This is an optimization exercise on Yosys and OpenROAD, whose aim is small area, not a production implementation.
The RTL was checked by simulation tests, not by an equivalence proof against the original design.
Power and IR drop assume default switching activity.

==> flow/design.v (outline; a module is shown in full before it is edited, if it fits) <==
// module btControl: 29 lines
// module btLow: 35 lines
// module btRowDecode: 9 lines
// module btUnpack: 17 lines
// module btPeDecode: 15 lines
// module btGrpSel: 8 lines
// module btCode: 18 lines
// module btHa: 3 lines
// module btFa: 3 lines
// module btMaj3: 3 lines
// module btXor2: 3 lines
// module btXnor2: 3 lines
// module btOr2: 3 lines
// module btInv: 3 lines
// module btNor2: 3 lines
// module btNand2: 3 lines
// module btNand3: 3 lines
// module btCursor: 20 lines
// module btIndex: 38 lines
// module btOrPrefix: 9 lines
// module btAddr: 54 lines
// module btInc3: 3 lines
// module btDec5: 5 lines
// module btMux2i: 3 lines
// module pathStore: 200 lines
// module btPack: 18 lines
// module btAoi222: 8 lines
// module btAoi22: 7 lines
// module btNand2s: 6 lines
// module btNand4: 6 lines
// module btNandV3: 6 lines
// module btNandV2: 6 lines
// module traceOutput: 21 lines
// module btAnd2: 3 lines
// module dtwBacktrace: 95 lines
module dtwBacktrace (
    input  logic                      clk,
    input  logic                      nrst,
    input  logic                      i_btEna,
    input  logic [dtwPkg::ROW_W-1:0]  i_pathRow,
    input  logic [dtwPkg::DIST_W-1:0] i_finalDist,
    output logic                      o_btEnd,
    output logic [dtwPkg::DATA_W-1:0] o_data
);
  // ...
==> flow/flow/run.sh <==
#!/bin/bash
set -euo pipefail
bash standard.sh \
  "BUFFER_PORTS_ARGS=-buffer_cell sky130_fd_sc_hd__buf_1" \
  "CTS_ARGS=-sink_clustering_enable -repair_clock_nets -dont_use_dummy_load -sink_clustering_size 10 -sink_clustering_max_diameter 40 -buf_list sky130_fd_sc_hd__clkbuf_4" \
  finish > standard_make.log 2>&1
==> flow/standard.sh <==
#!/bin/bash
# synth_recipe.tcl (not shown) runs the flow's synth.tcl, then flattens the netlist and writes it again
# the make line also repeats each setting of config.mk as NAME=value (left out here)
make -C /OpenROAD-flow-scripts/flow DESIGN_CONFIG=/design/flow/config.mk WORK_HOME=/design/flow/orfs CLKGATE_MAP_FILE= SYNTH_SCRIPT=/design/flow/synth_recipe.tcl "${@:-finish}"
==> flow/config.mk <==
export PLATFORM = sky130hd
export DESIGN_NAME = dtwBacktrace
export DESIGN_NICKNAME = dtwBacktrace
export VERILOG_FILES = /design/flow/design.v
export SDC_FILE = /design/flow/constraint.sdc
export NUM_CORES = 4
export LEC_CHECK = 0
export CAP_MARGIN = 20
export CORE_MARGIN = 2
export CORE_UTILIZATION = 70
export SLEW_MARGIN = 20
export SYNTH_HIERARCHICAL = 1
==> flow/constraint.sdc <==
create_clock -name core_clock -period 6.0 [get_ports {clk}]
set_input_delay 1.2000 -clock core_clock [delete_from_list [all_inputs] [get_ports {clk}]]
set_output_delay 1.2000 -clock core_clock [all_outputs]
set_load 0.01 [all_outputs]
==> out/qor.yml, run 1 <==
synth:
  syn_area_um2: 14300
  yosys_warnings: 18
finish:
  layout_commonest_cell: "edfxtp_1"
  fillerInstances: 1205
  final_core_util_pct: 75.6
  fin_area_um2: 15200
  num-nonclk-inverters: 20
  areaGrowthSynthToFinish_pct: 6.37
floorplan:
  taps: 270
  row_count: 52
route:
  wire_per_inst_um: 24.8
  m1WireLength_um: 11300
setup_path:
  cp.buffers_inverters: 1
  cp_num_cells: 18
  crit_required_ns: 6.55
  critPathLaunch: "btCursor_i.btIndexT_i.idx[0]"
  start_kind: "register"
pwr:
  p_sw_share_pct: 35.5
  p_int_mw: 4.21
outcome:
  outcome: "no timing/DRC/antenna violations"
timing:
  fin_setup_tns_ns: 0
  setup_viol: 0
  layout_min_cycle_time_ns: 5.64
place:
  dp.cells: 1102
global_routing:
  busiest_layer: "met2"
  use_met3_pct: 6.49
clock_network:
  cts_resized: 0
==> module btControl, before the edit <==
module btControl (
    input  logic                        clk,
    input  logic                        nrst,
    input  logic                        i_btEna,
    input  logic                        i_atOrigin,
    input  logic                        i_tZero,
    input  logic                        i_rZero,
    input  logic                        i_atStart,     
    input  logic [1:0]                  i_dir,
    output logic                        o_load,
    output logic                        o_decTN,
    output logic                        o_decRN,
    output logic                        o_start
);
    logic en1;                                     
    logic step;
    always_ff @(posedge clk or negedge nrst) begin
        if (!nrst) begin
            en1 <= 1'b0;
        end else begin
            en1 <= i_btEna;
        end
    end
    assign o_load  = ~i_btEna;
    assign step    = en1 & ~i_atOrigin;
    assign o_decTN = ~(step & ~i_tZero & (i_rZero | i_dir[1]));    
    assign o_decRN = ~(step & ~i_rZero & (i_tZero | i_dir[0]));    
    assign o_start = en1 & i_atStart;
endmodule
==> run 2: changes to the inputs <==
--- a/flow/design.v
+++ b/flow/design.v
@@ -28,3 +28,2 @@
     logic en1;                                     
-    logic step;
     always_ff @(posedge clk or negedge nrst) begin
@@ -37,5 +36,8 @@
     assign o_load  = ~i_btEna;
-    assign step    = en1 & ~i_atOrigin;
-    assign o_decTN = ~(step & ~i_tZero & (i_rZero | i_dir[1]));    
-    assign o_decRN = ~(step & ~i_rZero & (i_tZero | i_dir[0]));    
+    logic enT;                                     
+    logic enR;
+    assign enT = en1 & ~i_tZero;
+    assign enR = en1 & ~i_rZero;
+    btO21ai uDecT (.i_a1 (i_rZero), .i_a2 (i_dir[1]), .i_b1 (enT), .o_y (o_decTN));    
+    btO21ai uDecR (.i_a1 (i_tZero), .i_a2 (i_dir[0]), .i_b1 (enR), .o_y (o_decRN));    
     assign o_start = en1 & i_atStart;
@@ -162,2 +164,5 @@
 endmodule
+module btO21ai (input logic i_a1, input logic i_a2, input logic i_b1, output logic o_y);
+    assign o_y = ~((i_a1 | i_a2) & i_b1);
+endmodule
 module btInv (input logic i_a, output logic o_y);
==> run 2 against run 1 <==
Net effect: cell area hardly changed; still clean; largest cell class unchanged; highest routed layer unchanged; worst hold slack better by 0.010 ns; sequential share of layout area hardly changed; critical path type is now reg -> out; synthesized cell count stayed put.
==> out/qor.yml, run 2 <==
setup_path:
  path_class: "reg -> out"
  path_max_fanout: 16
  start_kind: "register"
  crit_path_max_incr_delay_ns: 0.85
  end_kind: "output pin"
  cp_top_family: "simple AND/OR/NAND/NOR gates"
  cp.buffers_inverters: 1  # unchanged
  crit_slowest_cell: "nor2_1"
  worstPathArrival_ns: 4.38
  crit_required_ns: 4.80  # -1.75 ns
  crit_chain: "ha_1 -> fa_1 -> fa_1 -> nand3_1 -> nor2_1 -> and2_1 -> and2_1 -> buf_1"
pwr:
  peakVddDrop_v: 0.000320
  p_leak_nw: 5.12
  p_comb_share_pct: 29.0
  p_int_mw: 4.11  # -2.5%
  power_mw: 6.18
  p_per_area_nw_per_um2: 407
  power.share.clock_pct: 18.0
  seqPwrFrac_pct: 52.9
  p_sw_share_pct: 33.6  # -1.9 points
  p_switching_mw: 2.08
floorplan:
  die_h_um: 147
  core-area_um2: 20100
  dieArea_um2: 21600
  start_util_pct: 71.0
  die_x_um: 147
  row_count: 52  # unchanged
  ioPinCount: 64
synth:
  avgSynthCellArea_um2: 18.3
  synthCells: 780
  yosys_warnings: 18  # unchanged
  syn_area_um2: 14300  # about the same
clock_network:
  cts_resized: 0  # unchanged
  post-cts-setup-buffers: 0
  clk_latency_ns: 0.68
  cts_made_buffers: 46
  cts-root-buf: "clkbuf_4"
  clock_path_buffers: 3
  cts_sinks: 382
  h-tree-depth: 2
  cts_tree: "built"
  clk_pin_slew_worst_paths_ns: 0.11
  ctsHoldBuffers: 0
place:
  dp.cells: 1108  # +0.54%
  portBuffers: 57
  hpwl_um: 19400
  place.gp.congestion: 0.863
timing:
  rsz0062_at_grt: "false"
  finalHoldViolCount: 0
  tightestPinTransition_ns: 1.00
  max_slew_margin_pct: 32.9
  slew_viol_final: 0
  fin_setup_tns_ns: 0  # unchanged
  skew_ns: 0.0657
  setup_viol: 0  # unchanged
  layout_min_cycle_time_ns: 5.58  # -0.0641 ns
  fmax_mhz: 179
  finalCritPeriodShare_pct: 93.0
route:
  drc: 0
  antenna_left: 0
  wl_um: 28600
  via_per_inst: 7.03
  first_pass_iters: 13
  drtIter0Drc: 1285
  wire_per_inst_um: 24.7  # -0.28%
  num_vias: 8125
finish:
  top_register: "pathStore_i.grpA"
  areaGrowthSynthToFinish_pct: 6.42  # about the same
  top_regs: "pathStore_i.grpA: 180 flops, pathStore_i.grpB: 165 flops, traceOutput_i.distReg: 16 flops"
  final_core_util_pct: 75.6  # about the same
  final_cell_mix: "edfxtp_1, a222oi_1, nor2_1"
  layout_commonest_cell: "edfxtp_1"
  largest_reg_flops: 180
  final_nets: 932
  instances_no_fill: 1155
  layout-drive-gt1-share_pct: 8.94
job:
  drv_cap: 0
outcome:
  outcome: "no timing/DRC/antenna violations"
hold_path:
  worstHoldPathType: "reg -> reg"
global_routing:
  track_usage_pct: 26.7
  grt_start_max_net_pins: 117
  grt_first_pass_wirelength_um: 44300
  gr-total-overflow: 0
  grt_pass1_vias: 7897
  antenna_found_initial: 1
[run 2: layer usage]
layer	vias to the layer above	GRT usage (%)	wire, µm
li1	3524	-	-
met1	4051	38.9	11600
met2	483	42.3	13900
met3	67	4.53	2320
met4	0	8.93	751
met5	-	0	0
[run 2: layout make-up]
type | count | area (µm²)
sequential | 382 | 11400
fill | 1177 | 4900
multi-input combinational | 365 | 2700
clock buffer | 46 | 345
timing repair buffer | 71 | 344
tap | 270 | 338
inverter | 20 | 78.8
antenna | 1 | 2.50
[run 2: power by group through the flow]
stage                     combinational (mW)  sequential [mW]  clock (mW)
after floorplan                         1.22             3.30           0
after global placement                  1.69             3.31           0
after detailed placement                1.76             3.33           0
after CTS                               1.77             3.27        1.14
after global routing                    1.93             3.29        1.24
final                                   1.80             3.27        1.12
[run 2: worst paths after layout]
path                                                    from                            to  slack [ns]  cells past startpoint
worst max-delay path            btCursor_i.btIndexT_i.idx[0]                     o_data[0]        0.42                      8
worst min-delay path                 pathStore_i.grpA[20][2]       pathStore_i.grpA[19][2]        0.42                      0
worst max register to register  btCursor_i.btIndexT_i.idx[0]  btCursor_i.btIndexR_i.idx[3]        0.48                     17
worst min register to register       pathStore_i.grpA[20][2]       pathStore_i.grpA[19][2]        0.42                      0
max in group asynchronous                               nrst               btLow_i.lowN[5]        4.81                      1
min in group asynchronous                               nrst  btCursor_i.btIndexT_i.idx[2]        0.64                      1
[run 2: stage by stage]
stage | setup WS [ns] | instance area (µm²) | hold WS, ns
2_1_floorplan | -0.737 | 14300 | 0.426
3_3_place_gp | 0.854 | 14900 | 0.430
3_5_place_dp | 0.575 | 14900 | 0.433
4_1_cts | 0.378 | 15200 | 0.420
5_1_grt | 0.129 | 15200 | 0.420
6_report | 0.421 | 15200 | 0.421

port drivers added, routing unchanged:
How much do the figures lean on ideal ports? The routed layouts below were timed once more, with nothing changed but the port constraints. Step 1 sets driving cells, clkbuf_16 on the clock port and buf_2 on the other inputs (assumed; they add their load-dependent delay and slew). Step 2 times the ports against the registers' clock, not the clock port: input delays grow and output delays shrink by t, the midpoint of the rising clock arrivals with the driver on. Slacks: ideal ports / drivers / drivers and shift; pairs: ideal ports / drivers.
| run | t, ns | setup slack, ns | worst setup path after step 2 | worst register clock-pin slew, ns |
|---|---|---|---|---|
| run 1 | 0.692 | 0.357 / 0.357 / 0.357 | register to register | 0.11 / 0.11 |
| run 2 | 0.693 | 0.421 / 0.378 / 0.484 | register to register | 0.11 / 0.11 |
After both steps setup and hold are still met in every run listed.
